What follows belongs to an exercise in optimizing a design on an open flow for a short achievable clock period and few clock cycles; a production flow would make more cautious choices.
No run shown here included a check of the RTL's function; only the layout flow was run.
Power figures rest on the tool's default switching activity, not on a simulated workload.

[design.v]
package dmac_pkg;
   typedef logic [31:0] word_t;
   typedef logic [11:0] reg_offset_t;
   typedef logic [11:0] xfer_size_t;    
   typedef logic [2:0]  burst_code_t;
   typedef logic [4:0]  beat_cnt_t;     
   typedef enum logic [1:0] {
      TRANS_IDLE   = 2'b00,
      TRANS_BUSY   = 2'b01,
      TRANS_NONSEQ = 2'b10,
      TRANS_SEQ    = 2'b11
   } htrans_t;
   typedef enum logic [2:0] {
      BURST_SINGLE = 3'b000,
      BURST_INCR   = 3'b001,
      BURST_INCR4  = 3'b011,
      BURST_INCR8  = 3'b101,
      BURST_INCR16 = 3'b111
   } hburst_t;
   typedef enum logic [2:0] {
      MS_IDLE, MS_REQ, MS_RADDR, MS_RDATA, MS_WADDR, MS_WDATA
   } master_state_t;
endpackage
`timescale 1ns/1ps
module dmac_top (
   input  logic       HCLK,
   input  logic       HRESETn,
   input  logic       hsel,
   input  logic       hready,
   input  logic       hwrite,
   input  logic [1:0]    htrans,
   input  logic [31:0]      haddr,
   input  logic [31:0]      hwdata,
   output logic [31:0]      s_hrdata,
   output logic [1:0] s_hresp,
   output logic       hreadyout,
   input  logic [31:0]      hrdata,
   input  logic       hgrant,
   output logic       hbusreq,
   output logic [1:0]    m_htrans,
   output logic [31:0]      m_haddr,
   output logic       m_hwrite,
   output logic [2:0]    m_hburst,
   output logic [31:0]      m_hwdata,
   output logic       dmacintr
);
   logic rd_cfg_q, rd_src_q, rd_dst_q, rd_ctrl_q, rd_chcfg_q;
   logic wr_cfg_q, wr_src_q, wr_dst_q, wr_ctrl_q, wr_chcfg_q;
   logic bad_q;          
   logic hresp_q;
   logic hready_q;
   logic [31:0] hrdata_q;
   logic        glb_en;
   logic [31:0] src_base;
   logic [31:0] dst_base;
   logic [11:0] xfer_size;
   logic [2:0]  burst_code;
   logic        ch_en;
   logic        int_mask;
   logic        int_pend;
   logic        nz_q;       
   logic        run_q;      
   logic        intr_q;     
   logic        sel;
   logic        a_cfg, a_src, a_dst, a_ctrl, a_chcfg, a_mapped;
   logic        rs_cfg, rs_src, rs_dst, rs_ctrl, rs_chcfg;
   logic        ws_cfg, ws_src, ws_dst, ws_ctrl, ws_chcfg;
   logic        bad_sel;
   logic        glb_r;
   logic [31:0] src_r;
   logic [31:0] dst_r;
   logic [11:0] size_r;
   logic [2:0]  bc_r;
   logic        ch_en_r, int_mask_r, int_pend_r;
   logic        nz_r;
   logic [31:0] rdata_r;
   logic        wbeat;      
   logic        fin;        
   assign sel      = hsel && htrans[1] && !bad_q;
   assign a_cfg    = (haddr[11:0] == 12'h030);
   assign a_src    = (haddr[11:0] == 12'h100);
   assign a_dst    = (haddr[11:0] == 12'h104);
   assign a_ctrl   = (haddr[11:0] == 12'h10C);
   assign a_chcfg  = (haddr[11:0] == 12'h110);
   assign a_mapped = a_cfg || a_src || a_dst || a_ctrl || a_chcfg;
   logic        a_sd, rs_sd;
   assign a_sd     = (haddr[11:3] == 9'b0001_0000_0) && (haddr[1:0] == 2'b00);
   assign rs_sd    = sel && !hwrite && a_sd;
   assign rs_cfg   = sel && !hwrite && a_cfg;
   assign rs_src   = sel && !hwrite && a_src;
   assign rs_dst   = sel && !hwrite && a_dst;
   assign rs_ctrl  = sel && !hwrite && a_ctrl;
   assign rs_chcfg = sel && !hwrite && a_chcfg;
   assign ws_cfg   = sel && hwrite && a_cfg;
   assign ws_src   = sel && hwrite && a_src;
   assign ws_dst   = sel && hwrite && a_dst;
   assign ws_ctrl  = sel && hwrite && a_ctrl;
   assign ws_chcfg = sel && hwrite && a_chcfg;
   assign bad_sel  = sel && hwrite && !a_mapped;
   always_comb begin
      glb_r = wr_cfg_q ? hwdata[0] : glb_en;
      src_r = wr_src_q ? hwdata : src_base;
      dst_r = wr_dst_q ? hwdata : dst_base;
      if (wr_ctrl_q) begin
         size_r = hwdata[11:0];
         bc_r   = hwdata[14:12];
         nz_r   = (hwdata[11:2] != '0);
      end else begin
         size_r = wbeat ? xfer_size - 12'(4) : xfer_size;
         bc_r   = burst_code;
         nz_r   = wbeat ? (xfer_size[11:2] != 10'd1) : nz_q;
      end
      if (wr_chcfg_q) begin
         ch_en_r    = hwdata[0];
         int_mask_r = hwdata[1];
         int_pend_r = hwdata[2];
      end else begin
         ch_en_r    = ch_en && !fin;
         int_mask_r = int_mask;
         int_pend_r = int_pend || fin;
      end
      rdata_r = ({32{rs_sd}}    & (haddr[2] ? dst_r : src_r)) |
                ({32{rs_cfg}}   & {31'd0, glb_r}) |
                ({32{rs_ctrl}}  & {17'd0, bc_r, size_r}) |
                ({32{rs_chcfg}} & {29'd0, int_pend_r, int_mask_r, ch_en_r});
   end
   always_ff @(posedge HCLK or negedge HRESETn) begin
      if (!HRESETn) begin
         {rd_cfg_q, rd_src_q, rd_dst_q, rd_ctrl_q, rd_chcfg_q} <= '0;
         {wr_cfg_q, wr_src_q, wr_dst_q, wr_ctrl_q, wr_chcfg_q} <= '0;
         bad_q      <= 1'b0;
         hresp_q    <= 1'b0;
         hready_q   <= 1'b1;
         glb_en     <= 1'b0;
         src_base   <= '0;
         dst_base   <= '0;
         xfer_size  <= '0;
         burst_code <= '0;
         ch_en      <= 1'b0;
         int_mask   <= 1'b0;
         int_pend   <= 1'b0;
         nz_q       <= 1'b0;
         run_q      <= 1'b0;
         intr_q     <= 1'b0;
      end else if (hready) begin
         {rd_cfg_q, rd_src_q, rd_dst_q, rd_ctrl_q, rd_chcfg_q} <=
            {rs_cfg, rs_src, rs_dst, rs_ctrl, rs_chcfg};
         {wr_cfg_q, wr_src_q, wr_dst_q, wr_ctrl_q, wr_chcfg_q} <=
            {ws_cfg, ws_src, ws_dst, ws_ctrl, ws_chcfg};
         bad_q      <= bad_sel;
         hresp_q    <= bad_sel || bad_q;      
         hready_q   <= !bad_sel;
         glb_en     <= glb_r;
         src_base   <= src_r;
         dst_base   <= dst_r;
         xfer_size  <= size_r;
         burst_code <= bc_r;
         ch_en      <= ch_en_r;
         int_mask   <= int_mask_r;
         int_pend   <= int_pend_r;
         nz_q       <= nz_r;
         run_q      <= glb_r && ch_en_r;
         intr_q     <= int_pend_r && int_mask_r;
      end else begin
         {rd_cfg_q, rd_src_q, rd_dst_q, rd_ctrl_q, rd_chcfg_q} <=
            {rd_cfg_q, rd_src_q, rd_dst_q, rd_ctrl_q, rd_chcfg_q} & {5{!bad_q}};
         {wr_cfg_q, wr_src_q, wr_dst_q, wr_ctrl_q, wr_chcfg_q} <=
            {wr_cfg_q, wr_src_q, wr_dst_q, wr_ctrl_q, wr_chcfg_q} & {5{!bad_q}};
         bad_q      <= 1'b0;
         hresp_q    <= bad_q;
         hready_q   <= 1'b1;
      end
   end
   logic [31:0] rdata_s;
   assign rdata_s = ({32{rd_cfg_q}}   & {31'd0, glb_en}) |
                    ({32{rd_src_q}}   & src_base) |
                    ({32{rd_dst_q}}   & dst_base) |
                    ({32{rd_ctrl_q}}  & {17'd0, burst_code, xfer_size}) |
                    ({32{rd_chcfg_q}} & {29'd0, int_pend, int_mask, ch_en});
   always_ff @(posedge HCLK or negedge HRESETn)
      if (!HRESETn)
         hrdata_q <= '0;
      else
         hrdata_q <= hready ? rdata_r : rdata_s;
   assign s_hrdata  = hrdata_q;
   assign s_hresp   = {1'b0, hresp_q};
   assign hreadyout = hready_q;
   assign dmacintr  = intr_q;
   logic        busy_q;       
   logic        hbr_q;        
   logic        wgnt_q;       
   logic [1:0]  trans_q;
   logic [31:2] addr_q;
   logic        write_q;
   logic        pwr_q;        
   logic [2:0]  burst_q;
   logic [4:0]  cnt_q;        
   logic        last_q;       
   logic        c2_q;         
   logic [4:0]  len_q;        
   logic        l1_q;         
   logic        l2_q;         
   logic [31:2] rs_q;         
   logic [31:2] ws_q;         
   logic [9:0]  rem_q;        
   logic [4:0]  nlen_q;
   logic [2:0]  ncode_q;
   logic        nl1_q;
   logic        nl2_q;
   logic [9:0]  nrem_q;       
   logic        more_q;       
   logic        dp_q;         
   logic        dpw_q;        
   logic        dpl_q;        
   logic [31:0] rq_q;         
   logic        rv_q;         
   logic [3:0]  fill_q;       
   logic [3:0]  drain_q;      
   logic [31:0] mem [16];
   logic [31:0] wd_q;
   logic [31:2] addr_o;       
   logic        write_o;
   logic        go;
   logic        zgo;
   logic        gnt;
   logic        bend;         
   logic [4:0]  plen;
   logic [2:0]  pcode;
   logic        ftail;
   logic [4:0]  flen;
   logic [2:0]  fcode;
   logic [31:2] addr_inc;
   logic [31:2] addr_acc;
   logic [1:0]  trans_acc;
   logic [1:0]  trans_r;
   logic        write_r;
   logic [31:0] wsrc;
   always_comb begin
      case (burst_code)
         3'd0:    begin plen = 5'd1;  pcode = 3'b000; end    
         3'd1:    begin plen = 5'd4;  pcode = 3'b011; end    
         3'd2:    begin plen = 5'd8;  pcode = 3'b101; end    
         default: begin plen = 5'd16; pcode = 3'b111; end    
      endcase
   end
   assign ftail = (rem_q < {5'd0, plen});
   logic [9:0] rem_sub;       
   always_comb begin
      case (burst_code)
         3'd0:    rem_sub = rem_q - 10'd1;
         3'd1:    rem_sub = {rem_q[9:2] - 8'd1, rem_q[1:0]};
         3'd2:    rem_sub = {rem_q[9:3] - 7'd1, rem_q[2:0]};
         default: rem_sub = {rem_q[9:4] - 6'd1, rem_q[3:0]};
      endcase
   end
   assign flen  = ftail ? rem_q[4:0] : plen;
   assign fcode = ftail ? 3'b001 : pcode;              
   assign go       = !busy_q && run_q && nz_q;
   assign zgo      = !busy_q && run_q && !nz_q;         
   assign gnt      = wgnt_q && hgrant;
   assign bend     = trans_q[1] && write_q && last_q;
   assign addr_inc = addr_q + 30'd1;
   assign addr_acc = !last_q ? addr_inc : write_q ? rs_q : ws_q;
   always_comb begin
      if (!last_q)
         trans_acc = 2'b11;
      else if (!write_q || more_q)
         trans_acc = 2'b10;
      else
         trans_acc = 2'b00;
      if (gnt)
         trans_r = 2'b10;
      else if (trans_q[1])
         trans_r = trans_acc;
      else
         trans_r = trans_q;
      write_r = write_q ^ (trans_q[1] && last_q);
   end
   assign wbeat = dp_q && dpw_q;
   assign fin   = dpl_q || zgo;
   always_ff @(posedge HCLK or negedge HRESETn) begin
      if (!HRESETn) begin
         busy_q  <= 1'b0;
         hbr_q   <= 1'b0;
         wgnt_q  <= 1'b0;
         trans_q <= 2'b00;
         addr_q  <= '0;
         write_q <= 1'b0;
         pwr_q   <= 1'b0;
         cnt_q   <= '0;
         last_q  <= 1'b0;
         c2_q    <= 1'b0;
         len_q   <= '0;
         l1_q    <= 1'b0;
         l2_q    <= 1'b0;
         rs_q    <= '0;
         ws_q    <= '0;
         rem_q   <= '0;
         nlen_q  <= '0;
         ncode_q <= 3'b000;
         nl1_q   <= 1'b0;
         nl2_q   <= 1'b0;
         nrem_q  <= '0;
         more_q  <= 1'b0;
         dp_q    <= 1'b0;
         dpw_q   <= 1'b0;
         dpl_q   <= 1'b0;
      end else begin
         nlen_q  <= flen;
         ncode_q <= fcode;
         nl1_q   <= (flen == 5'd1);
         nl2_q   <= (flen == 5'd2);
         nrem_q  <= ftail ? '0 : rem_sub;
         more_q  <= (rem_q != '0);
         if (go)
            ws_q <= dst_base[31:2];
         else if (trans_q[1] && write_q)
            ws_q <= addr_inc;
         if (trans_q[1] && !write_q)
            rs_q <= addr_inc;
         if (!busy_q)
            rem_q <= xfer_size[11:2];
         else if (hready && (gnt || bend))
            rem_q <= nrem_q;
         if (!busy_q)
            addr_q <= src_base[31:2];
         else if (hready && trans_q[1])
            addr_q <= addr_acc;
         if (go) begin
            busy_q <= 1'b1;
            hbr_q  <= 1'b1;
            wgnt_q <= 1'b1;
         end else if (hready) begin
            busy_q  <= busy_q && !dpl_q;
            hbr_q   <= (busy_q && !dpl_q) || (glb_r && ch_en_r && nz_q);
            wgnt_q  <= wgnt_q && !hgrant;
            trans_q <= trans_r;
            write_q <= write_r;
            pwr_q   <= trans_r[1] && write_r;
            if (gnt || bend) begin
               len_q  <= nlen_q;
               l1_q   <= nl1_q;
               l2_q   <= nl2_q;
               cnt_q  <= nlen_q;
               last_q <= nl1_q;
               c2_q   <= nl2_q;
            end else if (trans_q[1]) begin
               if (last_q) begin
                  cnt_q  <= len_q;
                  last_q <= l1_q;
                  c2_q   <= l2_q;
               end else begin
                  cnt_q  <= cnt_q - 5'd1;
                  last_q <= c2_q;
                  c2_q   <= (cnt_q == 5'd3);
               end
            end
            dp_q  <= trans_q[1];
            dpw_q <= trans_q[1] && write_q;
            dpl_q <= bend && !more_q;
         end else begin
            hbr_q <= busy_q || (run_q && nz_q);
         end
      end
   end
   always_ff @(posedge HCLK or negedge HRESETn) begin
      if (!HRESETn) begin
         rv_q    <= 1'b0;
         fill_q  <= '0;
         drain_q <= '0;
      end else begin
         rv_q <= hready && dp_q && !dpw_q;
         if (go) begin
            fill_q  <= '0;
            drain_q <= '0;
         end else begin
            if (rv_q)
               fill_q <= fill_q + 4'd1;
            if (hready && pwr_q)
               drain_q <= drain_q + 4'd1;
         end
      end
   end
   always_ff @(posedge HCLK) begin
      rq_q <= hrdata;
      if (rv_q)
         mem[fill_q] <= rq_q;
   end
   assign wsrc = l1_q ? hrdata :
                 (rv_q && fill_q == drain_q) ? rq_q : mem[drain_q];
   always_ff @(posedge HCLK or negedge HRESETn) begin
      if (!HRESETn) begin
         addr_o  <= '0;
         write_o <= 1'b0;
         burst_q <= 3'b000;
         wd_q    <= '0;
      end else begin
         addr_o  <= (hready && trans_q[1]) ? addr_acc : addr_q;
         write_o <= hready ? write_r : write_q;
         if (hready && (gnt || bend))
            burst_q <= ncode_q;
         if (hready && pwr_q)
            wd_q <= wsrc;
      end
   end
   assign hbusreq  = hbr_q;
   assign m_htrans = trans_q;
   assign m_haddr  = {addr_o, 2'b00};
   assign m_hwrite = write_o;
   assign m_hburst = burst_q;
   assign m_hwdata = wd_q;
endmodule
[run.sh]
#!/bin/bash
# synth_recipe.tcl (not shown) runs the flow's synth.tcl, then flattens the netlist and writes it again
# the make line also repeats each setting of config.mk as NAME=value (left out here)
make -C /OpenROAD-flow-scripts/flow DESIGN_CONFIG=/design/flow/config.mk WORK_HOME=/design/flow/orfs CLKGATE_MAP_FILE= SYNTH_SCRIPT=/design/flow/synth_recipe.tcl finish
[config.mk]
export PLATFORM = sky130hd
export DESIGN_NAME = dmac_top
export DESIGN_NICKNAME = dmac_top
export VERILOG_FILES = /design/flow/design.v
export SDC_FILE = /design/flow/constraint.sdc
export NUM_CORES = 4
export LEC_CHECK = 0
export ABC_CLOCK_PERIOD_IN_PS = 1500
export CAP_MARGIN = 20
export CORE_MARGIN = 2
export CORE_UTILIZATION = 40
export SETUP_SLACK_MARGIN = 4.5
export SLEW_MARGIN = 20
[constraint.sdc]
create_clock -name core_clock -period 6.0 [get_ports {HCLK}]
set_input_delay 1.2000 -clock core_clock [delete_from_list [all_inputs] [get_ports {HCLK}]]
set_output_delay 1.2000 -clock core_clock [all_outputs]
set_load 0.01 [all_outputs]
==> reports/metrics.csv, run 1 <==
stage,metric,value,unit
grt,total overflow reported by the global router,0,
cells_and_area,ratio of cells with drive above 1 in the final layout,44.5,%
synthesis,Post-Syn Instances,2757,
die,effective utilization at floorplan,40.3,%
detailed_routing,count of antenna-violating nets left after detailed routing,0,
die,I/O pins,211,
grt,wire length of the first global-routing pass,200000,microns
timing,final setup vio count,0,
power_and_ir_drop,leakage,22.0,nW
worst_setup_path,CP startpoint,wd_q[2]$_DFFE_PN0P_,
timing,post-layout minimum cycle time,2.55,ns
cts,register clock-pin slew on the reported worst setup and hold paths,0.07,ns
worst_setup_path,largest driver fanout on the critical path,2,
die,total number of placement rows,113,
worst_setup_path,required time of the worst setup path,4.80,ns
hold_path,Hold Path Class,input pin to asynchronous set/reset pin,
cts,number of clock sinks,895,
worst_setup_path,data arrival time of the critical path,1.35,ns
synthesis,average footprint of a synthesized cell,13.9,sq um
worst_setup_path,launch point of the worst reg-to-reg path,addr_q[7]$_DFF_PN0_,
cts,deepest clock path buffer count,3,
detailed_routing,count of routing violations after the opening detailed-route iteration,3536,
worst_setup_path,critical path's slowest cell,sky130_fd_sc_hd__dfrtp_2,
timing,top achievable clock speed,0.392,GHz
synthesis,number of enable-type register cells in the synthesized netlist,512,
cells_and_area,final core utilization,59.4,%
timing,post-layout worst setup margin,3.45,ns
worst_setup_path,kind of launch point of the worst setup path,flop,
timing,transition at the pin with the smallest max-transition slack,0.802,ns
placement,RePlAce Congestion,0.890,
cts,clock latency of the later-clocked register in the worst-skew pair,0.74,ns
cells_and_area,antenna fix cells,0,
grt,global-route usage over all layers,27.7,%
worst_setup_path,startpoint-to-endpoint class of the critical path,flop to output port,
die,die area,98100,sq um
synthesis,total standard cell area after synthesis,38200,sq um
timing,sum of negative setup slack,0,ns
worst_setup_path,"critical path, cell by cell",buf_6,
cts,CTS tree,done,
power_and_ir_drop,peak ir drop on the vdd network,0.263,mV
placement,input/output buffers,186,
detailed_routing,drt wl/cell,29.6,microns
die,Core Region,94900,sq um
worst_setup_path,Buf/Inv on CP,1,
synthesis,number of unique standard cell types used by synthesis,82,
worst_setup_path,reg2reg path depth,8,
worst_setup_path,reg-to-reg setup timing slack,3.78,ns
synthesis,area share of the leading cell type in the synthesized netlist,40.2,%
outcome,status,"complete, no violations",
cts,number of buffers inserted during clock tree synthesis,95,
worst_setup_path,endpoint of the worst register-to-register path,addr_q[13]$_DFF_PN0_,
timing,Final Hold Violating Endpoints,0,
synthesis,number of storage elements in the synthesis netlist,895,
grt,antenna violations before repair,0,
timing,fin crit share,42.5,%
timing,final-report max-slew violation count,0,
detailed_routing,detail-routed via count per cell,6.17,
worst_setup_path,cell type group with the largest total delay on the critical path,flip-flops,
worst_setup_path,sort of element at the end of the critical path,output port,
grt,vias in the first global route,29300,
detailed_routing,aggregate routed wire length,142000,microns
detailed_routing,final routed DRC violation total,0,
timing,RSZ-0062 raised after global routing,true,
synthesis,portion of the post-synthesis area used by sequential elements,64.9,%
placement,Setup Slack @ Placement,2.07,ns
cts,CTS root buffer,sky130_fd_sc_hd__clkbuf_16,
cts,Clock H-tree levels,3,
grt,pin count of the biggest net entering global routing,106,
die,vertical die dimension,313,microns
cells_and_area,nets@finish,3577,
flow_run,number of max-capacitance violations reported,0,
timing,normalized max-slew margin,46.5,%
synthesis,"top cells by area, synth","sky130_fd_sc_hd__edfxtp_1 (40%), sky130_fd_sc_hd__dfrtp_1 (23%), sky130_fd_sc_hd__mux2i_1 (5.1%)",
synthesis,most instantiated flip-flop cell in the synthesis netlist,sky130_fd_sc_hd__edfxtp_1,
detailed_routing,vias after detailed routing,29600,
cells_and_area,number of fill cells in the layout,6788,
die,horizontal die dimension,313,microns
cells_and_area,Area Growth Syn to Fin,47.3,%
placement,Detailed Place HPWL,59600,microns
synthesis,fraction of registers with async set/reset,39.2,%
synthesis,Synthesis Warnings,1,
worst_setup_path,Max stage delay on crit path,0.47,ns
timing,final worst clock skew,0.0718,ns
synthesis,most area-hungry cell type in the Yosys netlist,sky130_fd_sc_hd__edfxtp_1,
power_and_ir_drop,power per standard cell area,411,nW/um^2
detailed_routing,first-pass iteration count of the detailed router,6,
-- repair_timing --
item / CTS / global route
pin swaps: 216 / 128
hold buffers: 0 / 0
cloned: 104 / 5
buffers inserted: 357 / 106
gates resized for setup: 1318 / 341
endpoints found under the setup margin: 1216 / 1037
-- sequential cells by signal, indices dropped and copies added (netlist names), 5 cells and up --
name	count
nrem_q	10
rq_q	32
hrdata_q	32
dst_base	32
rs_q	30
ws_q	30
cnt_q	5
len_q	5
mem	512
src_base	32
rem_q	10
nlen_q	5
wd_q	32
addr_q	30
xfer_size	12
addr_o	30
-- area by class of cell --
cell class              instances  area [sq um]  share of cell area, %
flip-flops and latches        895         24900                   44.2
multi-input cells            1627         16100                   28.5
repair buffers                790         10300                   18.4
clock buffers                 138          2650                   4.70
well taps                    1265          1580                   2.81
clock inverters                42           573                   1.02
inverters                      47           221                  0.393
-- layer usage --
layer | share of wire [%] | global-route usage (%) | vias to the layer above
met3 | 9.1 | 5.26 | 578
met2 | 47 | 45.1 | 1955
met4 | 6.6 | 14.1 | 0
li1 | - | - | 12100
met1 | 37 | 35.4 | 15000
met5 | 0 | 0 | -
-- power by group --
part           total (mW)  switching (mW)  internal [mW]
Sequential           8.03           0.735           7.29
Combinational        9.00            4.60           4.41
Clock                6.09            2.60           3.49
-- cells by family (layout without fill, tap and decap cells) --
logic type | after synthesis | in the layout | share of synthesized area [%]
flops | 895 | 895 | 64.9
compound gates | 607 | 607 | 10.7
simple gates | 529 | 544 | 6.87
fa+ha+maj | 17 | 17 | 0.556
mux | 403 | 403 | 13.1
other cells | 1 | 3 | 0.00981
buf+inv | 252 | 1017 | 2.63
xor+xnor | 53 | 53 | 1.21
-- through the flow --
step	total power, mW	cell area, sq um	instances	hold WS (ns)
6_report	23.1	56300	4804	0.408
5_1_grt	23.8	56300	4804	0.462
4_1_cts	21.9	53700	4693	0.475
3_5_place_dp	13.3	42100	4052	0.464
3_3_place_gp	13.2	42000	4052	0.456
2_1_floorplan	11.6	39400	2759	0.432
-- how the worst max path moves through the flow --
stage / to / slack (ns) / cells past startpoint
after floorplan: hrdata_q[4]$_DFF_PN0_ / 3.33 / 6
after global placement: hrdata_q[6]$_DFF_PN0_ / 2.07 / 6
after detailed placement: hrdata_q[6]$_DFF_PN0_ / 2.07 / 6
after CTS: m_hwdata[25] / 3.45 / 1
after global routing: m_hwdata[22] / 3.45 / 1
final: m_hwdata[2] / 3.45 / 1
-- cells in the mapped netlist (24+ instances only) --
cell type	instances
sky130_fd_sc_hd__nand3_1	32
sky130_fd_sc_hd__clkbuf_1	145
sky130_fd_sc_hd__a21oi_1	89
sky130_fd_sc_hd__a31oi_1	58
sky130_fd_sc_hd__mux2i_1	196
sky130_fd_sc_hd__a222oi_1	24
sky130_fd_sc_hd__a221oi_1	67
sky130_fd_sc_hd__xnor2_1	33
sky130_fd_sc_hd__nor2_1	147
sky130_fd_sc_hd__mux2_2	143
sky130_fd_sc_hd__mux4_2	64
sky130_fd_sc_hd__inv_1	45
sky130_fd_sc_hd__edfxtp_1	512
sky130_fd_sc_hd__nand3b_1	24
sky130_fd_sc_hd__dfrtp_1	350
sky130_fd_sc_hd__dfxtp_1	32
sky130_fd_sc_hd__o21ai_0	168
sky130_fd_sc_hd__o221ai_1	28
sky130_fd_sc_hd__buf_2	35
sky130_fd_sc_hd__nand2_1	158
sky130_fd_sc_hd__nor3_1	33
sky130_fd_sc_hd__a22oi_1	50
-- cells in the final DEF, fill, tap and decap left out, types with 54 or more instances in the layout --
cell type and n:
sky130_fd_sc_hd__clkbuf_16 100, sky130_fd_sc_hd__mux2i_1 194, sky130_fd_sc_hd__buf_2 75, sky130_fd_sc_hd__a21oi_1 71, sky130_fd_sc_hd__mux4_2 64, sky130_fd_sc_hd__dfrtp_2 54, sky130_fd_sc_hd__o21ai_1 66, sky130_fd_sc_hd__nand2_1 124
sky130_fd_sc_hd__o21ai_0 55, sky130_fd_sc_hd__buf_16 94, sky130_fd_sc_hd__dfrtp_1 287, sky130_fd_sc_hd__mux2_4 91, sky130_fd_sc_hd__nor2_1 106, sky130_fd_sc_hd__buf_12 112, sky130_fd_sc_hd__edfxtp_1 512, sky130_fd_sc_hd__buf_6 167
sky130_fd_sc_hd__buf_4 241
==> run 2, diff against run 1 <==
--- a/config.mk
+++ b/config.mk
@@ -5,9 +5,10 @@
 export SDC_FILE = /design/flow/constraint.sdc
 export NUM_CORES = 4
 export LEC_CHECK = 0
-export ABC_CLOCK_PERIOD_IN_PS = 1500
 export CAP_MARGIN = 20
 export CORE_MARGIN = 2
 export CORE_UTILIZATION = 40
+export CTS_CLUSTER_DIAMETER = 100
+export CTS_CLUSTER_SIZE = 30
 export SETUP_SLACK_MARGIN = 4.5
 export SLEW_MARGIN = 20
==> reports/metrics.csv, run 2 <==
stage,metric,value,unit
grt,total overflow reported by the global router,0,
grt,antenna violations before repair,1,
detailed_routing,aggregate routed wire length,143000,microns
timing,transition at the pin with the smallest max-transition slack,0.823,ns
cells_and_area,register name with the most flops,mem,
outcome,status,"complete, no violations",
synthesis,number of enable-type register cells in the synthesized netlist,512,
worst_setup_path,data arrival time of the critical path,1.27,ns
detailed_routing,count of antenna-violating nets left after detailed routing,0,
cts,CTS root buffer,sky130_fd_sc_hd__clkbuf_16,
worst_setup_path,reg-to-reg setup timing slack,3.87,ns
synthesis,fraction of registers with async set/reset,39.2,%
cts,Clock H-tree levels,2,
cells_and_area,ratio of cells with drive above 1 in the final layout,45.8,%
cells_and_area,Area Growth Syn to Fin,44.7,%
grt,met1 routing resource usage after global routing,35.4,%
synthesis,total standard cell area after synthesis,38200,sq um
timing,final worst clock skew,0.0581,ns
hold_path,Hold Path Class,input pin to asynchronous set/reset pin,
synthesis,number of unique standard cell types used by synthesis,82,
die,horizontal die dimension,313,microns
grt,vias in the first global route,28300,
cells_and_area,nets@finish,3552,
cells_and_area,register area,24900,sq um
synthesis,area share of the leading cell type in the synthesized netlist,40.2,%
timing,top achievable clock speed,0.404,GHz
worst_setup_path,Max stage delay on crit path,0.46,ns
timing,post-layout minimum cycle time,2.47,ns
synthesis,most instantiated flip-flop cell in the synthesis netlist,sky130_fd_sc_hd__edfxtp_1,
die,effective utilization at floorplan,40.3,%
placement,input/output buffers,186,
synthesis,number of storage elements in the synthesis netlist,895,
grt,pin count of the biggest net entering global routing,58,
die,die area,98100,sq um
detailed_routing,final routed DRC violation total,0,
placement,RePlAce Congestion,0.890,
detailed_routing,detail-routed via count per cell,6.21,
synthesis,Post-Syn Instances,2757,
power_and_ir_drop,peak ir drop on the vdd network,0.258,mV
cts,clock latency of the later-clocked register in the worst-skew pair,0.63,ns
worst_setup_path,"critical path, cell by cell",buf_2,
cells_and_area,footprint of the multi-input gates,16500,sq um
synthesis,"top cells by area, synth","sky130_fd_sc_hd__edfxtp_1 (40%), sky130_fd_sc_hd__dfrtp_1 (23%), sky130_fd_sc_hd__mux2i_1 (5.1%)",
grt,met3 Use GR,4.19,%
worst_setup_path,Buf/Inv on CP,1,
power_and_ir_drop,power per standard cell area,377,nW/um^2
timing,worst hold margin,0.448,ns
synthesis,average footprint of a synthesized cell,13.9,sq um
worst_setup_path,kind of launch point of the worst setup path,flop,
cells_and_area,most common library cell in the layout ignoring fill and taps,sky130_fd_sc_hd__edfxtp_1,
synthesis,most common cell in the netlist,sky130_fd_sc_hd__edfxtp_1,
synthesis,portion of the post-synthesis area used by sequential elements,64.9,%
detailed_routing,drt wl/cell,30.2,microns
cells_and_area,flip-flop count of the largest register after layout,512,
timing,fin crit share,41.2,%
cells_and_area,number of fill cells in the layout,6940,
placement,Detailed Place HPWL,59600,microns
timing,final-report max-slew violation count,0,
grt,GR peak layer,met2,
cts,number of buffers inserted during clock tree synthesis,38,
die,vertical die dimension,313,microns
cts,number of hold buffers added after CTS,0,
timing,RSZ-0062 raised after global routing,true,
power_and_ir_drop,leakage,21.4,nW
detailed_routing,first-pass iteration count of the detailed router,8,
detailed_routing,count of routing violations after the opening detailed-route iteration,3483,
cts,register clock-pin slew on the reported worst setup and hold paths,0.12,ns
worst_setup_path,sort of element at the end of the critical path,output port,
worst_setup_path,largest driver fanout on the critical path,2,
power_and_ir_drop,total power,20.8,mW
synthesis,Synthesis Warnings,1,
worst_setup_path,critical path's slowest cell,sky130_fd_sc_hd__dfrtp_1,
timing,normalized max-slew margin,45.1,%
grt,wire length of the first global-routing pass,195000,microns
flow_run,number of max-capacitance violations reported,0,
die,I/O pins,211,
die,Core Region,94900,sq um
cells_and_area,"leading cell types in the layout, fill and taps excluded","sky130_fd_sc_hd__edfxtp_1 (512), sky130_fd_sc_hd__dfrtp_1 (290), sky130_fd_sc_hd__buf_4 (237), sky130_fd_sc_hd__mux2i_1 (193), sky130_fd_sc_hd__buf_6 (183)",
grt,global-route usage over all layers,26.9,%
timing,final setup vio count,0,
synthesis,most area-hungry cell type in the Yosys netlist,sky130_fd_sc_hd__edfxtp_1,
synthesis,Post-synth top cells,"sky130_fd_sc_hd__edfxtp_1 (512), sky130_fd_sc_hd__dfrtp_1 (350), sky130_fd_sc_hd__mux2i_1 (196)",
worst_setup_path,startpoint-to-endpoint class of the critical path,flop to output port,
die,total number of placement rows,113,
cts,number of clock sinks,895,
worst_setup_path,cell type group with the largest total delay on the critical path,flip-flops,
timing,sum of negative setup slack,0,ns
cts,deepest clock path buffer count,3,
timing,Final Hold Violating Endpoints,0,
detailed_routing,vias after detailed routing,29300,
grt,global-route met2 utilization,44.1,%
cts,CTS tree,done,
worst_setup_path,required time of the worst setup path,4.80,ns
## run 2: layout make-up
cell class	instances	share of cell area, %
flip-flops and latches	895	45.0
multi-input cells	1626	29.9
repair buffers	822	19.6
well taps	1265	2.86
clock buffers	56	1.84
inverters	47	0.432
clock inverters	13	0.357
repair inverters	1	0.0158
diodes	1	0.00452
## run 2: worst register-to-register path: stages (launching register included)
cell and delay, ns:
sky130_fd_sc_hd__dfrtp_2 0.51, sky130_fd_sc_hd__buf_6 0.15, sky130_fd_sc_hd__nor2_4 0.11, sky130_fd_sc_hd__nand2_2 0.08
sky130_fd_sc_hd__ha_4 0.23, sky130_fd_sc_hd__o21ai_4 0.06, sky130_fd_sc_hd__a21oi_2 0.06, sky130_fd_sc_hd__o21ai_2 0.22
sky130_fd_sc_hd__and3_4 0.28, sky130_fd_sc_hd__mux2_4 0.31
## run 2: cell families (layout without fill, tap and decap cells)
family / count (synthesis) / after routing / synth area share (%)
AOI/OAI and AO/OA: 607 / 607 / 10.7
muxes: 403 / 403 / 13.1
other: 1 / 4 / 0.00981
and+or+nand+nor: 529 / 543 / 6.87
xor gates and xnor gates: 53 / 53 / 1.21
adders and majority gates: 17 / 17 / 0.556
DFF: 895 / 895 / 64.9
buffers and inverters: 252 / 939 / 2.63
## run 2: report_power, final
part / internal, mW / switching, mW
clock: 1.30 / 2.03
combinational: 4.64 / 4.86
sequential: 7.27 / 0.717
total: 13.2 / 7.61
## run 2: timing repair
item	in CTS	in global routing
setup buffers	341	141
cloned	105	17
setup endpoints to repair	1216	962
gates resized for setup	1375	431
pin swaps	193	160
## run 2: stage by stage
step,cells,instance area (sq um),worst slack [ns],utilization (%)
2_1_floorplan,2759,39400,3.33,-
3_3_place_gp,4052,42000,2.07,44.3
3_5_place_dp,4052,42100,2.07,44.3
4_1_cts,4567,51700,3.51,54.5
5_1_grt,4725,55300,3.50,58.3
6_report,4726,55300,3.53,58.3
## run 2: path summary, 6_finish.rpt
path | from | endpoint | cells after the start
worst max-delay path | wd_q[15]$_DFFE_PN0P_ | m_hwdata[15] | 1
worst min-delay path | HRESETn | addr_q[13]$_DFF_PN0_ | 1
worst max register to register | burst_code[2]$_DFFE_PN0P_ | nlen_q[0]$_DFF_PN0_ | 9
worst min register to register | ncode_q[1]$_DFF_PN0_ | burst_q[1]$_DFFE_PN0P_ | 1
max in group asynchronous | HRESETn | wd_q[19]$_DFFE_PN0P_ | 2
min in group core_clock | ncode_q[1]$_DFF_PN0_ | burst_q[1]$_DFFE_PN0P_ | 1
## run 2: metal layers
layer / vias up / wire length, microns / part of all wire, %
li1: 12000 / - / -
met1: 14800 / 52500 / 37
met2: 2011 / 67400 / 47
met3: 525 / 13700 / 9.6
met4: 2 / 9310 / 6.5
met5: - / 19 / 0.013
==> run 3, diff against run 2 <==
--- a/config.mk
+++ b/config.mk
@@ -8,7 +8,5 @@
 export CAP_MARGIN = 20
 export CORE_MARGIN = 2
 export CORE_UTILIZATION = 40
-export CTS_CLUSTER_DIAMETER = 100
-export CTS_CLUSTER_SIZE = 30
-export SETUP_SLACK_MARGIN = 4.5
+export SETUP_SLACK_MARGIN = 3.8
 export SLEW_MARGIN = 20
==> reports/metrics.csv, run 3 <==
stage,metric,value,unit
outcome,status,"complete, no violations",
synthesis,number of unique standard cell types used by synthesis,82,
synthesis,number of enable-type register cells in the synthesized netlist,512,
synthesis,Post-Syn Instances,2757,
worst_setup_path,CP startpoint,addr_o[4]$_DFF_PN0_,
cts,register clock-pin slew on the reported worst setup and hold paths,0.06,ns
timing,fin crit share,41.7,%
synthesis,number of storage elements in the synthesis netlist,895,
cts,clock latency of the later-clocked register in the worst-skew pair,0.67,ns
worst_setup_path,sort of element at the end of the critical path,output port,
detailed_routing,final routed DRC violation total,0,
timing,sum of negative setup slack,0,ns
timing,post-layout minimum cycle time,2.50,ns
die,effective utilization at floorplan,40.3,%
cts,CTS tree,done,
detailed_routing,count of routing violations after the opening detailed-route iteration,3005,
worst_setup_path,largest driver fanout on the critical path,1,
worst_setup_path,critical path's slowest cell,sky130_fd_sc_hd__dfrtp_1,
hold_path,start point of the worst min-delay path,wgnt_q$_DFFE_PN0P_,
grt,global-route usage over all layers,21.6,%
synthesis,Synthesis Warnings,1,
worst_setup_path,startpoint-to-endpoint class of the critical path,flop to output port,
placement,Detailed Place HPWL,60800,microns
synthesis,total standard cell area after synthesis,38200,sq um
cells_and_area,final core utilization,48.3,%
synthesis,most instantiated flip-flop cell in the synthesis netlist,sky130_fd_sc_hd__edfxtp_1,
cells_and_area,flip-flop count of the largest register after layout,512,
timing,normalized max-slew margin,44.6,%
die,horizontal die dimension,313,microns
grt,antenna violations before repair,0,
synthesis,average footprint of a synthesized cell,13.9,sq um
detailed_routing,count of antenna-violating nets left after detailed routing,0,
cts,number of clock sinks,895,
die,vertical die dimension,313,microns
power_and_ir_drop,peak ir drop on the vdd network,0.259,mV
worst_setup_path,Buf/Inv on CP,1,
synthesis,Post-synth top cells,"sky130_fd_sc_hd__edfxtp_1 (512), sky130_fd_sc_hd__dfrtp_1 (350), sky130_fd_sc_hd__mux2i_1 (196)",
cells_and_area,register name with the most flops,mem,
timing,RSZ-0062 raised after global routing,true,
die,I/O pins,211,
placement,RePlAce Congestion,0.870,
worst_setup_path,Max stage delay on crit path,0.46,ns
die,Core Region,94900,sq um
synthesis,fraction of registers with async set/reset,39.2,%
worst_setup_path,cell type group with the largest total delay on the critical path,flip-flops,
detailed_routing,aggregate routed wire length,108000,microns
timing,post-layout worst setup margin,3.50,ns
cts,number of buffers inserted during clock tree synthesis,94,
die,total number of placement rows,113,
grt,pin count of the biggest net entering global routing,103,
worst_setup_path,kind of launch point of the worst setup path,flop,
synthesis,most common cell in the netlist,sky130_fd_sc_hd__edfxtp_1,
placement,input/output buffers,186,
worst_setup_path,launch point of the worst reg-to-reg path,burst_code[1]$_DFFE_PN0P_,
cells_and_area,most common library cell in the layout ignoring fill and taps,sky130_fd_sc_hd__edfxtp_1,
cts,deepest clock path buffer count,3,
worst_setup_path,"critical path, cell by cell",buf_2,
timing,final worst clock skew,0.0409,ns
detailed_routing,vias after detailed routing,25500,
worst_setup_path,required time of the worst setup path,4.80,ns
timing,Final Hold Violating Endpoints,0,
die,die area,98100,sq um
cells_and_area,"leading cell types in the layout, fill and taps excluded","sky130_fd_sc_hd__edfxtp_1 (512), sky130_fd_sc_hd__dfrtp_1 (310), sky130_fd_sc_hd__mux2i_1 (196), sky130_fd_sc_hd__nand2_1 (149), sky130_fd_sc_hd__o21ai_0 (149)",
timing,final setup vio count,0,
detailed_routing,first-pass iteration count of the detailed router,7,
flow_run,number of max-capacitance violations reported,0,
power_and_ir_drop,power per standard cell area,419,nW/um^2
synthesis,most area-hungry cell type in the Yosys netlist,sky130_fd_sc_hd__edfxtp_1,
placement,Setup Slack @ Placement,2.24,ns
synthesis,portion of the post-synthesis area used by sequential elements,64.9,%
detailed_routing,detail-routed via count per cell,5.89,
grt,total overflow reported by the global router,0,
cells_and_area,antenna fix cells,0,
cells_and_area,Area Growth Syn to Fin,19.9,%
timing,worst hold margin,0.478,ns
power_and_ir_drop,leakage,17.2,nW
cts,CTS root buffer,sky130_fd_sc_hd__clkbuf_16,
cts,Clock H-tree levels,3,
timing,top achievable clock speed,0.400,GHz
synthesis,area share of the leading cell type in the synthesized netlist,40.2,%
synthesis,"top cells by area, synth","sky130_fd_sc_hd__edfxtp_1 (40%), sky130_fd_sc_hd__dfrtp_1 (23%), sky130_fd_sc_hd__mux2i_1 (5.1%)",
worst_setup_path,reg-to-reg setup timing slack,3.82,ns
cts,number of hold buffers added after CTS,0,
timing,transition at the pin with the smallest max-transition slack,0.830,ns
power_and_ir_drop,total power,19.2,mW
cells_and_area,number of fill cells in the layout,8098,
grt,vias in the first global route,25900,
worst_setup_path,data arrival time of the critical path,1.30,ns
cells_and_area,ratio of cells with drive above 1 in the final layout,24.6,%
hold_path,Hold Path Class,flop to flop,
timing,final-report max-slew violation count,0,
grt,wire length of the first global-routing pass,162000,microns
detailed_routing,drt wl/cell,24.9,microns
cells_and_area,nets@finish,3106,
run 3: path summary, 6_finish.rpt:
path	cells past startpoint	endpoint
max in group asynchronous	2	addr_q[9]$_DFF_PN0_
worst max-delay path	1	m_haddr[4]
worst min-delay path	1	wgnt_q$_DFFE_PN0P_
worst max register to register	8	nlen_q[0]$_DFF_PN0_
min in group asynchronous	1	dst_base[30]$_DFFE_PN0P_
worst min register to register	1	wgnt_q$_DFFE_PN0P_
run 3: stage by stage:
step	area, sq um	instances
global route	45800	4329
detailed placement	41500	4056
global placement	41500	4056
CTS	45100	4284
floorplan	38400	2759
finish	45800	4329
run 3: power breakdown:
part           total, mW  switching (mW)  internal [mW]
sequential          8.05           0.771           7.28
combinational       5.29            2.98           2.31
clock               5.86            2.47           3.40
total               19.2            6.22           13.0
run 3: timing repair:
| item | CTS | global route |
|---|---|---|
| pin swaps | 23 | 27 |
| cloned | 6 | 3 |
| resized for setup | 588 | 82 |
| setup buffers | 47 | 42 |
| endpoints found under the setup margin | 580 | 370 |
run 3: cell type report:
cell class | count | area (sq um) | share of cell area (%)
Inverter | 47 | 194 | 0.423
Clock inverter | 22 | 343 | 0.748
Timing Repair Buffer | 329 | 2960 | 6.47
Sequential cell | 895 | 24900 | 54.3
Clock buffer | 153 | 2810 | 6.14
Multi-Input combinational cell | 1618 | 13100 | 28.5
Tap cell | 1265 | 1580 | 3.45
run 3: cell families (layout without fill, tap and decap cells):
| logic type | after synthesis | count (layout) | share of synthesized area, % |
|---|---|---|---|
| flip-flops | 895 | 895 | 64.9 |
| other | 1 | 3 | 0.00981 |
| multiplexers | 403 | 404 | 13.1 |
| adder cells (fa/ha/maj) | 17 | 17 | 0.556 |
| AO/OA/AOI/OAI | 607 | 607 | 10.7 |
| XOR/XNOR | 53 | 53 | 1.21 |
| AND/OR/NAND/NOR | 529 | 534 | 6.87 |
| buffers and inverters | 252 | 551 | 2.63 |
run 3: routing by layer:
metal	up-vias	wire [microns]	global-route usage, %
met4	0	3840	8.46
met5	-	0	0
li1	11100	-	-
met3	262	7890	3.51
met1	13000	44200	29.2
met2	1080	51900	35.1
==> run 4, diff against run 3 <==
--- a/design.v
+++ b/design.v
@@ -83,9 +83,6 @@
    assign a_ctrl   = (haddr[11:0] == 12'h10C);
    assign a_chcfg  = (haddr[11:0] == 12'h110);
    assign a_mapped = a_cfg || a_src || a_dst || a_ctrl || a_chcfg;
-   logic        a_sd, rs_sd;
-   assign a_sd     = (haddr[11:3] == 9'b0001_0000_0) && (haddr[1:0] == 2'b00);
-   assign rs_sd    = sel && !hwrite && a_sd;
    assign rs_cfg   = sel && !hwrite && a_cfg;
    assign rs_src   = sel && !hwrite && a_src;
    assign rs_dst   = sel && !hwrite && a_dst;
@@ -119,8 +116,9 @@
          int_mask_r = int_mask;
          int_pend_r = int_pend || fin;
       end
-      rdata_r = ({32{rs_sd}}    & (haddr[2] ? dst_r : src_r)) |
-                ({32{rs_cfg}}   & {31'd0, glb_r}) |
+      rdata_r = ({32{rs_cfg}}   & {31'd0, glb_r}) |
+                ({32{rs_src}}   & src_r) |
+                ({32{rs_dst}}   & dst_r) |
                 ({32{rs_ctrl}}  & {17'd0, bc_r, size_r}) |
                 ({32{rs_chcfg}} & {29'd0, int_pend_r, int_mask_r, ch_en_r});
    end
--- a/config.mk
+++ b/config.mk
@@ -5,8 +5,9 @@
 export SDC_FILE = /design/flow/constraint.sdc
 export NUM_CORES = 4
 export LEC_CHECK = 0
+export ABC_CLOCK_PERIOD_IN_PS = 1500
 export CAP_MARGIN = 20
 export CORE_MARGIN = 2
 export CORE_UTILIZATION = 40
-export SETUP_SLACK_MARGIN = 3.8
+export SETUP_SLACK_MARGIN = 4.5
 export SLEW_MARGIN = 20
==> reports/metrics.csv, run 4 <==
stage,metric,value,unit
synthesis,fraction of registers with async set/reset,39.2,%
timing,final setup vio count,0,
power_and_ir_drop,power dissipated by switching net loads,2.96,mW
detailed_routing,aggregate routed wire length,151000,microns
placement,input/output buffers,186,
power_and_ir_drop,Seq pwr share,49.1,%
synthesis,most instantiated flip-flop cell in the synthesis netlist,sky130_fd_sc_hd__edfxtp_1,
cts,number of buffers inserted during clock tree synthesis,96,
detailed_routing,detail-routed via count per cell,6.19,
detailed_routing,count of antenna-violating nets left after detailed routing,0,
synthesis,Synthesis Warnings,1,
cts,deepest clock path buffer count,3,
worst_setup_path,endpoint of the worst register-to-register path,hrdata_q[31]$_DFF_PN0_,
die,Core Region,94700,sq um
synthesis,number of storage elements in the synthesis netlist,895,
placement,Detailed Place HPWL,61500,microns
synthesis,number of enable-type register cells in the synthesized netlist,512,
synthesis,number of unique standard cell types used by synthesis,91,
synthesis,"top cells by area, synth","sky130_fd_sc_hd__edfxtp_1 (40%), sky130_fd_sc_hd__dfrtp_1 (23%), sky130_fd_sc_hd__mux2i_1 (4.8%)",
timing,normalized max-slew margin,43.6,%
hold_path,Hold Path Class,input pin to asynchronous set/reset pin,
worst_setup_path,data arrival time of the critical path,1.35,ns
worst_setup_path,cell type group with the largest total delay on the critical path,flip-flops,
die,I/O pins,211,
timing,final worst clock skew,0.0875,ns
timing,transition at the pin with the smallest max-transition slack,0.845,ns
cts,CTS root buffer,sky130_fd_sc_hd__clkbuf_16,
worst_setup_path,CP startpoint,wd_q[0]$_DFFE_PN0P_,
power_and_ir_drop,fraction of power consumed by combinational cells,2.5,%
cells_and_area,nets@finish,3592,
worst_setup_path,Max stage delay on crit path,0.47,ns
detailed_routing,count of routing violations after the opening detailed-route iteration,3653,
timing,Final Hold Violating Endpoints,0,
power_and_ir_drop,power per standard cell area,235,nW/um^2
grt,wire length of the first global-routing pass,202000,microns
grt,antenna violations before repair,4,
cts,number of hold buffers added after CTS,0,
timing,RSZ-0062 raised after global routing,true,
synthesis,most common cell in the netlist,sky130_fd_sc_hd__edfxtp_1,
worst_setup_path,Worst Setup EP,m_hwdata[0],
synthesis,average footprint of a synthesized cell,14.1,sq um
synthesis,total standard cell area after synthesis,38100,sq um
cells_and_area,final core utilization,60.5,%
timing,sum of negative setup slack,0,ns
cells_and_area,ratio of cells with drive above 1 in the final layout,48.9,%
worst_setup_path,startpoint-to-endpoint class of the critical path,flop to output port,
worst_setup_path,"critical path, cell by cell",buf_6,
worst_setup_path,critical path's slowest cell,sky130_fd_sc_hd__dfrtp_2,
power_and_ir_drop,peak ir drop on the vdd network,0.234,mV
cts,CTS tree,done,
worst_setup_path,instance count on the critical path,1,
worst_setup_path,required time of the worst setup path,4.80,ns
power_and_ir_drop,leakage,22.0,nW
cts,number of clock sinks,895,
cts,clock latency of the later-clocked register in the worst-skew pair,0.72,ns
worst_setup_path,reg2reg path depth,9,
cells_and_area,most common library cell in the layout ignoring fill and taps,sky130_fd_sc_hd__edfxtp_1,
cells_and_area,flip-flop count of the largest register after layout,512,
worst_setup_path,reg-to-reg setup timing slack,3.72,ns
die,vertical die dimension,313,microns
synthesis,area share of the leading cell type in the synthesized netlist,40.3,%
power_and_ir_drop,Switching Fraction,21.9,%
synthesis,most area-hungry cell type in the Yosys netlist,sky130_fd_sc_hd__edfxtp_1,
die,horizontal die dimension,313,microns
grt,total overflow reported by the global router,0,
grt,vias in the first global route,29600,
detailed_routing,final routed DRC violation total,0,
synthesis,Post-synth top cells,"sky130_fd_sc_hd__edfxtp_1 (512), sky130_fd_sc_hd__dfrtp_1 (350), sky130_fd_sc_hd__mux2i_1 (184)",
power_and_ir_drop,power share of the clock group,48.4,%
cts,Clock H-tree levels,3,
cts,register clock-pin slew on the reported worst setup and hold paths,0.07,ns
cells_and_area,register name with the most flops,mem,
synthesis,Post-Syn Instances,2707,
flow_run,number of max-capacitance violations reported,0,
grt,pin count of the biggest net entering global routing,105,
synthesis,portion of the post-synthesis area used by sequential elements,65.1,%
timing,post-layout minimum cycle time,2.55,ns
placement,RePlAce Congestion,0.836,
die,total number of placement rows,113,
detailed_routing,first-pass iteration count of the detailed router,8,
worst_setup_path,Buf/Inv on CP,1,
worst_setup_path,sort of element at the end of the critical path,output port,
die,effective utilization at floorplan,40.2,%
timing,top achievable clock speed,0.393,GHz
worst_setup_path,kind of launch point of the worst setup path,flop,
cells_and_area,"leading cell types in the layout, fill and taps excluded","sky130_fd_sc_hd__edfxtp_1 (512), sky130_fd_sc_hd__dfrtp_1 (285), sky130_fd_sc_hd__buf_4 (260), sky130_fd_sc_hd__buf_6 (213), sky130_fd_sc_hd__mux2i_1 (179)",
grt,global-route usage over all layers,28.2,%
worst_setup_path,launch point of the worst reg-to-reg path,bad_q$_DFF_PN0_,
detailed_routing,drt wl/cell,31.3,microns
detailed_routing,vias after detailed routing,29800,
timing,fin crit share,42.4,%
worst_setup_path,largest driver fanout on the critical path,2,
power_and_ir_drop,Int Pwr,10.5,mW
die,die area,97800,sq um
cells_and_area,antenna fix cells,0,
outcome,status,"complete, no violations",
timing,final-report max-slew violation count,0,
cells_and_area,Area Growth Syn to Fin,50.4,%
==> run 4: cell count changes after synthesis, sizes merged, moves of 9 or more <==
| cell | delta |
|---|---|
| o31ai | +13 |
| a221o | +17 |
| a21oi | -14 |
| a22oi | -22 |
| mux2i | -12 |
| clkbuf | -9 |
| nor2 | -36 |
| a22o | +18 |
==> run 4: layout make-up <==
type	count	area, sq um
fill	6638	37400
sequential	895	24900
multi-input combinational	1580	16300
timing repair buffer	849	10800
clock buffer	134	2740
tap	1265	1580
clock inverter	48	767
inverter	49	223
==> run 4: routing by layer <==
layer	part of all wire (%)	global-route usage [%]	up-vias	wire length, microns
li1	-	-	12100	-
met1	36	34.5	15100	53800
met2	47	46.0	2007	71500
met3	9.6	5.72	639	14500
met4	7.2	17.1	2	10900
met5	0.015	0	-	23
==> run 4: through the flow <==
| step | hold slack, ns | instance area (sq um) | cells | total power, mW | setup WS, ns |
|---|---|---|---|---|---|
| floorplan | 0.439 | 40000 | 2709 | 6.79 | 3.11 |
| global route | 0.477 | 57300 | 4820 | 13.8 | 3.45 |
| detailed placement | 0.469 | 42500 | 4014 | 6.97 | 1.79 |
| finish | 0.416 | 57300 | 4820 | 13.5 | 3.45 |
| global placement | 0.456 | 42500 | 4012 | 6.96 | 1.71 |
| CTS | 0.478 | 54000 | 4657 | 13.5 | 3.44 |
==> run 4: worst min path at each step <==
stage,from,endpoint
floorplan,more_q$_DFF_PN0_,dpl_q$_DFFE_PN0P_
global placement,rs_q[10]$_DFFE_PN0P_,rs_q[10]$_DFFE_PN0P_
detailed placement,rs_q[31]$_DFFE_PN0P_,rs_q[31]$_DFFE_PN0P_
CTS,HRESETn,addr_q[17]$_DFF_PN0_
global route,HRESETn,addr_q[17]$_DFF_PN0_
finish,HRESETn,addr_q[17]$_DFF_PN0_
==> run 4: power by group through the flow <==
stage	clock network (mW)	registers (mW)	logic, mW
3_5_place_dp	0	6.74	0.231
2_1_floorplan	0	6.71	0.0849
3_3_place_gp	0	6.73	0.228
6_report	6.53	6.62	0.338
4_1_cts	6.54	6.61	0.305
5_1_grt	6.83	6.62	0.360
==> run 4: repair_timing <==
item                       4_1_cts  5_1_grt
resized for setup             1253      382
setup endpoints to repair     1220     1146
buffers inserted               373      143
cloned                          88       20
pin swaps                      200      176
hold endpoints to repair         0        0
==> run 4: cell families (layout without fill, tap and decap cells) <==
family                   after synthesis  after routing  synth area share, %
other                                  1              3              0.00984
AND/OR/NAND/NOR                      508            519                 6.74
adder cells (fa/ha/maj)               17             17                0.558
AO/OA/AOI/OAI                        598            599                 10.9
multiplexers                         394            394                 12.9
flip-flops                           895            895                 65.1
buffers and inverters                246           1080                 2.69
XOR/XNOR                              48             48                 1.10
==> run 5, diff against run 4 <==
--- a/design.v
+++ b/design.v
@@ -169,17 +169,11 @@
          hready_q   <= 1'b1;
       end
    end
-   logic [31:0] rdata_s;
-   assign rdata_s = ({32{rd_cfg_q}}   & {31'd0, glb_en}) |
-                    ({32{rd_src_q}}   & src_base) |
-                    ({32{rd_dst_q}}   & dst_base) |
-                    ({32{rd_ctrl_q}}  & {17'd0, burst_code, xfer_size}) |
-                    ({32{rd_chcfg_q}} & {29'd0, int_pend, int_mask, ch_en});
    always_ff @(posedge HCLK or negedge HRESETn)
       if (!HRESETn)
          hrdata_q <= '0;
-      else
-         hrdata_q <= hready ? rdata_r : rdata_s;
+      else if (hready)
+         hrdata_q <= rdata_r;
    assign s_hrdata  = hrdata_q;
    assign s_hresp   = {1'b0, hresp_q};
    assign hreadyout = hready_q;
@@ -393,8 +387,14 @@
          burst_q <= 3'b000;
          wd_q    <= '0;
       end else begin
-         addr_o  <= (hready && trans_q[1]) ? addr_acc : addr_q;
-         write_o <= hready ? write_r : write_q;
+         if (go) begin
+            addr_o  <= src_base[31:2];
+            write_o <= 1'b0;
+         end else if (hready) begin
+            if (trans_q[1])
+               addr_o <= addr_acc;
+            write_o <= write_r;
+         end
          if (hready && (gnt || bend))
             burst_q <= ncode_q;
          if (hready && pwr_q)
==> reports/metrics.csv, run 5 <==
stage,metric,value,unit
worst_setup_path,Buf/Inv on CP,1,
placement,RePlAce Congestion,0.827,
cells_and_area,nets@finish,3603,
worst_setup_path,critical path's slowest cell,sky130_fd_sc_hd__dfrtp_1,
die,Core Region,95200,sq um
placement,Detailed Place HPWL,58800,microns
synthesis,Post-synth top cells,"sky130_fd_sc_hd__edfxtp_1 (512), sky130_fd_sc_hd__dfrtp_1 (345), sky130_fd_sc_hd__nor2_1 (220)",
hold_path,Hold Path Class,input pin to asynchronous set/reset pin,
grt,global-route usage over all layers,28.2,%
die,die area,98700,sq um
worst_setup_path,reg-to-reg setup timing slack,3.79,ns
cells_and_area,footprint of the multi-input gates,17000,sq um
synthesis,most area-hungry cell type in the Yosys netlist,sky130_fd_sc_hd__edfxtp_1,
synthesis,number of unique standard cell types used by synthesis,78,
synthesis,"top cells by area, synth","sky130_fd_sc_hd__edfxtp_1 (40%), sky130_fd_sc_hd__dfrtp_1 (22%), sky130_fd_sc_hd__mux4_2 (5.9%)",
grt,total overflow reported by the global router,0,
synthesis,number of storage elements in the synthesis netlist,890,
synthesis,number of enable-type register cells in the synthesized netlist,512,
synthesis,most instantiated flip-flop cell in the synthesis netlist,sky130_fd_sc_hd__edfxtp_1,
cells_and_area,Area Growth Syn to Fin,47.4,%
timing,normalized max-slew margin,39.4,%
cts,number of buffers inserted during clock tree synthesis,94,
cts,CTS tree,done,
outcome,status,"complete, no violations",
detailed_routing,count of antenna-violating nets left after detailed routing,0,
cells_and_area,post-route cell area,56800,sq um
synthesis,Post-Syn Instances,2820,
worst_setup_path,data arrival time of the critical path,1.31,ns
worst_setup_path,"critical path, cell by cell",buf_2,
die,total number of placement rows,113,
timing,post-layout worst setup margin,3.49,ns
cells_and_area,ratio of cells with drive above 1 in the final layout,48.5,%
worst_setup_path,largest driver fanout on the critical path,2,
timing,RSZ-0062 raised after global routing,true,
cells_and_area,"leading cell types in the layout, fill and taps excluded","sky130_fd_sc_hd__edfxtp_1 (512), sky130_fd_sc_hd__dfrtp_1 (286), sky130_fd_sc_hd__buf_4 (211), sky130_fd_sc_hd__buf_6 (157)",
power_and_ir_drop,power per standard cell area,235,nW/um^2
cells_and_area,register name with the most flops,mem,
worst_setup_path,startpoint-to-endpoint class of the critical path,flop to output port,
cts,Clock H-tree levels,3,
timing,worst hold margin,0.445,ns
detailed_routing,count of routing violations after the opening detailed-route iteration,3092,
detailed_routing,drt wl/cell,30.3,microns
worst_setup_path,sort of element at the end of the critical path,output port,
worst_setup_path,Max stage delay on crit path,0.46,ns
grt,antenna violations before repair,4,
synthesis,average footprint of a synthesized cell,13.7,sq um
die,horizontal die dimension,314,microns
flow_run,number of max-capacitance violations reported,0,
timing,sum of negative setup slack,0,ns
timing,transition at the pin with the smallest max-transition slack,0.902,ns
cells_and_area,register area,24800,sq um
detailed_routing,first-pass iteration count of the detailed router,6,
cells_and_area,flip-flop count of the largest register after layout,512,
placement,Setup Slack @ Placement,2.50,ns
synthesis,most common cell in the netlist,sky130_fd_sc_hd__edfxtp_1,
detailed_routing,aggregate routed wire length,146000,microns
synthesis,total standard cell area after synthesis,38500,sq um
power_and_ir_drop,peak ir drop on the vdd network,0.218,mV
grt,vias in the first global route,29300,
synthesis,Synthesis Warnings,1,
worst_setup_path,cell type group with the largest total delay on the critical path,flip-flops,
timing,post-layout minimum cycle time,2.51,ns
timing,top achievable clock speed,0.399,GHz
detailed_routing,final routed DRC violation total,0,
synthesis,area share of the leading cell type in the synthesized netlist,39.9,%
cts,register clock-pin slew on the reported worst setup and hold paths,0.06,ns
timing,final setup vio count,0,
timing,fin crit share,41.8,%
cells_and_area,number of fill cells in the layout,6895,
power_and_ir_drop,leakage,21.9,nW
cts,clock latency of the later-clocked register in the worst-skew pair,0.69,ns
power_and_ir_drop,total power,13.3,mW
timing,final-report max-slew violation count,0,
synthesis,portion of the post-synthesis area used by sequential elements,64.1,%
die,I/O pins,211,
worst_setup_path,kind of launch point of the worst setup path,flop,
timing,Final Hold Violating Endpoints,0,
placement,cell total after placement,4113,
cells_and_area,non-filler instance count after layout,4825,
cells_and_area,final core utilization,59.6,%
cts,number of hold buffers added after CTS,0,
placement,input/output buffers,186,
die,vertical die dimension,314,microns
placement,area after detailed placement,43000,sq um
synthesis,fraction of registers with async set/reset,38.9,%
grt,pin count of the biggest net entering global routing,95,
timing,final worst clock skew,0.0227,ns
cells_and_area,most common library cell in the layout ignoring fill and taps,sky130_fd_sc_hd__edfxtp_1,
cts,deepest clock path buffer count,3,
worst_setup_path,required time of the worst setup path,4.80,ns
detailed_routing,vias after detailed routing,29700,
detailed_routing,detail-routed via count per cell,6.15,
grt,wire length of the first global-routing pass,203000,microns
die,effective utilization at floorplan,40.5,%
cts,number of clock sinks,890,
cts,CTS root buffer,sky130_fd_sc_hd__clkbuf_16,
## run 5: cell types whose count changed after synthesis, sizes merged, moves of 42 or more
cell,previous run,this run
nand2,160,203
mux2,146,188
mux2i,184,79
nor2,111,220
a21oi,75,143
o21ai,168,93
## run 5: layout make-up
class                      instances  share of cell area [%]
antenna                            1                 0.00441
clock buffer                     131                    4.73
clock inverter                    42                    1.12
inverter                          40                   0.335
multi-input combinational       1706                    30.0
sequential                       890                    43.7
tap                             1265                    2.79
timing repair buffer             747                    17.4
timing repair inverter             3                  0.0441
## run 5: cells by family after synthesis
logic type / count (synthesis) / synth area share [%]
AO/OA/AOI/OAI: 576 / 10.1
XOR/XNOR: 45 / 1.02
adder cells (fa/ha/maj): 17 / 0.553
buffers and inverters: 245 / 2.51
flip-flops: 890 / 64.1
multiplexers: 367 / 13.4
other: 1 / 0.00974
AND/OR/NAND/NOR: 679 / 8.34
## run 5: power breakdown
| part | switching, mW | internal [mW] | leakage (nW) |
|---|---|---|---|
| sequential | 0.0891 | 6.52 | 9.27 |
| clock | 2.54 | 3.74 | 1.62 |
| combinational | 0.241 | 0.193 | 11.1 |
| total | 2.87 | 10.5 | 21.9 |
## run 5: per-layer routing
layer	GRT usage [%]	wire length (microns)	vias up
li1	-	-	12200
met5	0	41	-
met1	35.7	52700	15100
met4	14.7	9400	6
met3	5.70	14000	515
met2	45.8	70000	1825
## run 5: path summary, 6_finish.rpt
path	start	endpoint	cells past startpoint
worst max-delay path	hrdata_q[2]$_DFFE_PN0P_	s_hrdata[2]	1
worst min-delay path	HRESETn	hrdata_q[20]$_DFFE_PN0P_	1
worst max register to register	burst_code[0]$_DFFE_PN0P_	nrem_q[3]$_DFF_PN0_	9
worst min register to register	ncode_q[1]$_DFF_PN0_	burst_q[1]$_DFFE_PN0P_	1
max in group asynchronous	HRESETn	addr_q[22]$_DFFE_PN0P_	2
min in group core_clock	ncode_q[1]$_DFF_PN0_	burst_q[1]$_DFFE_PN0P_	1
## run 5: worst reg2reg max path: cells and delay by family, from the launching register on
kind	cells	cell delay [ns]
simple gates	1	0.33
flops	1	0.56
compound gates	4	0.63
buf+inv	4	0.57
## run 5: repair_timing
item,in CTS,in global routing
gates cloned,106,16
setup endpoints to repair,1213,1083
pin swaps,238,163
gates resized for setup,1249,303
buffers inserted,333,83
==> run 6, diff against run 5 <==
--- a/config.mk
+++ b/config.mk
@@ -5,9 +5,10 @@
 export SDC_FILE = /design/flow/constraint.sdc
 export NUM_CORES = 4
 export LEC_CHECK = 0
-export ABC_CLOCK_PERIOD_IN_PS = 1500
 export CAP_MARGIN = 20
 export CORE_MARGIN = 2
 export CORE_UTILIZATION = 40
+export CTS_CLUSTER_DIAMETER = 60
+export CTS_CLUSTER_SIZE = 20
 export SETUP_SLACK_MARGIN = 4.5
 export SLEW_MARGIN = 20
==> reports/metrics.csv, run 6 <==
stage,metric,value,unit
outcome,status,"complete, no violations",
synthesis,Post-synth top cells,"sky130_fd_sc_hd__edfxtp_1 (512), sky130_fd_sc_hd__dfrtp_1 (345), sky130_fd_sc_hd__nor2_1 (220)",
cells_and_area,nets@finish,3609,
power_and_ir_drop,power share of the clock group,43.5,%
synthesis,fraction of registers with async set/reset,38.9,%
cells_and_area,ratio of cells with drive above 1 in the final layout,48.5,%
detailed_routing,detail-routed via count per cell,6.18,
synthesis,most common cell in the netlist,sky130_fd_sc_hd__edfxtp_1,
timing,final setup vio count,0,
timing,final-report max-slew violation count,0,
synthesis,number of unique standard cell types used by synthesis,78,
detailed_routing,first-pass iteration count of the detailed router,9,
power_and_ir_drop,fraction of power consumed by combinational cells,3.5,%
synthesis,dominant combinational cell family by area after synthesis,multiplexers,
synthesis,most instantiated flip-flop cell in the synthesis netlist,sky130_fd_sc_hd__edfxtp_1,
worst_setup_path,largest driver fanout on the critical path,2,
timing,RSZ-0062 raised after global routing,true,
power_and_ir_drop,leakage,21.6,nW
timing,final worst clock skew,0.0388,ns
power_and_ir_drop,Switching Fraction,24.0,%
timing,transition at the pin with the smallest max-transition slack,0.828,ns
die,Core Region,95200,sq um
worst_setup_path,reg2reg path depth,8,
detailed_routing,count of antenna-violating nets left after detailed routing,0,
grt,total overflow reported by the global router,0,
synthesis,area share of the leading cell type in the synthesized netlist,39.9,%
timing,sum of negative setup slack,0,ns
die,I/O pins,211,
placement,RePlAce Congestion,0.827,
synthesis,number of storage elements in the synthesis netlist,890,
worst_setup_path,cell type group with the largest total delay on the critical path,flip-flops,
grt,antenna violations before repair,3,
cells_and_area,flip-flop count of the largest register after layout,512,
power_and_ir_drop,power dissipated by switching net loads,3.00,mW
timing,Final Hold Violating Endpoints,0,
grt,wire length of the first global-routing pass,200000,microns
timing,post-layout minimum cycle time,2.52,ns
worst_setup_path,startpoint-to-endpoint class of the critical path,flop to output port,
detailed_routing,count of routing violations after the opening detailed-route iteration,3519,
worst_setup_path,Buf/Inv on CP,1,
placement,Setup Slack @ Placement,2.50,ns
cts,number of buffers inserted during clock tree synthesis,78,
cts,clock latency of the later-clocked register in the worst-skew pair,0.70,ns
power_and_ir_drop,power per standard cell area,222,nW/um^2
synthesis,compound-cell area share of the yosys netlist,10.1,%
worst_setup_path,critical path's slowest cell,sky130_fd_sc_hd__dfrtp_1,
placement,Detailed Place HPWL,58800,microns
grt,global-route usage over all layers,27.8,%
flow_run,number of max-capacitance violations reported,0,
cts,CTS root buffer,sky130_fd_sc_hd__clkbuf_16,
power_and_ir_drop,peak ir drop on the vdd network,0.188,mV
placement,input/output buffers,186,
cells_and_area,register name with the most flops,mem,
worst_setup_path,kind of launch point of the worst setup path,flop,
worst_setup_path,sort of element at the end of the critical path,output port,
worst_setup_path,required time of the worst setup path,4.80,ns
cts,register clock-pin slew on the reported worst setup and hold paths,0.08,ns
die,vertical die dimension,314,microns
synthesis,"top cells by area, synth","sky130_fd_sc_hd__edfxtp_1 (40%), sky130_fd_sc_hd__dfrtp_1 (22%), sky130_fd_sc_hd__mux4_2 (5.9%)",
cts,CTS tree,done,
synthesis,number of enable-type register cells in the synthesized netlist,512,
detailed_routing,final routed DRC violation total,0,
timing,post-layout worst setup margin,3.48,ns
synthesis,Synthesis Warnings,1,
worst_setup_path,reg-to-reg setup timing slack,3.80,ns
synthesis,fraction of the mapped netlist area in simple logic gates,8.34,%
cts,Clock H-tree levels,3,
worst_setup_path,data arrival time of the critical path,1.32,ns
synthesis,XOR/XNOR Fraction of Synth Area,1.02,%
timing,normalized max-slew margin,44.4,%
worst_setup_path,"critical path, cell by cell",buf_2,
==> run 6: metal layers <==
| metal | vias to the layer above | GRT usage [%] | wire length (microns) |
|---|---|---|---|
| met5 | - | 0 | 32 |
| met4 | 6 | 14.5 | 9470 |
| met3 | 544 | 5.54 | 14500 |
| met2 | 1923 | 45.1 | 69600 |
| met1 | 15100 | 35.4 | 53100 |
| li1 | 12200 | - | - |
==> run 6: power by group through the flow <==
stage	combinational [mW]	sequential [mW]	clock (mW)
global placement	0.288	6.72	0
global route	0.461	6.61	5.68
CTS	0.393	6.59	5.43
detailed placement	0.295	6.73	0
floorplan	0.106	6.70	0
finish	0.434	6.60	5.43
==> run 6: how the worst max path moves through the flow <==
stage                                     start                       end  slack (ns)  cells after the start
after floorplan                       haddr[10]  hrdata_q[11]$_DFFE_PN0P_        3.59                      6
after global placement                 haddr[4]   hrdata_q[4]$_DFFE_PN0P_        2.56                      6
after detailed placement               haddr[4]  hrdata_q[11]$_DFFE_PN0P_        2.50                      6
after CTS                   wd_q[5]$_DFFE_PN0P_               m_hwdata[5]        3.47                      1
after global routing      addr_o[8]$_DFFE_PN0P_                m_haddr[8]        3.46                      1
final                     addr_o[8]$_DFFE_PN0P_                m_haddr[8]        3.48                      1
==> run 6: repair_timing <==
action                                  4_1_cts  5_1_grt
gates cloned                                108       21
endpoints found under the setup margin     1217     1109
pin swaps                                   211      190
gates resized for setup                    1210      320
setup buffers                               315      116
hold buffers                                  0        0
==> run 6: area by class of cell <==
type	count	area, sq um	area share, %
clock inverters	58	686	1.22
repair buffers	764	10100	17.9
clock buffers	88	2030	3.61
well taps	1265	1580	2.82
flip-flops and latches	890	24800	44.1
repair inverters	3	25.0	0.0445
diodes	1	2.50	0.00445
multi-input cells	1711	16900	30.0
inverters	40	180	0.320
==> run 6: per-stage QoR <==
step	hold slack (ns)	instance area [sq um]	util [%]	std cells	total power, mW
detailed placement	0.464	43000	45.2	4113	7.02
floorplan	0.439	40700	-	2822	6.81
global route	0.479	56200	59.1	4819	12.8
finish	0.447	56200	59.1	4820	12.5
global placement	0.456	43000	45.2	4113	7.01
CTS	0.460	53400	56.1	4682	12.4
==> run 6: cells by family after synthesis <==
| logic type | after synthesis |
|---|---|
| other cells | 1 |
| compound gates | 576 |
| buf+inv | 245 |
| simple gates | 679 |
| fa+ha+maj | 17 |
| mux | 367 |
| flops | 890 |
| xor+xnor | 45 |
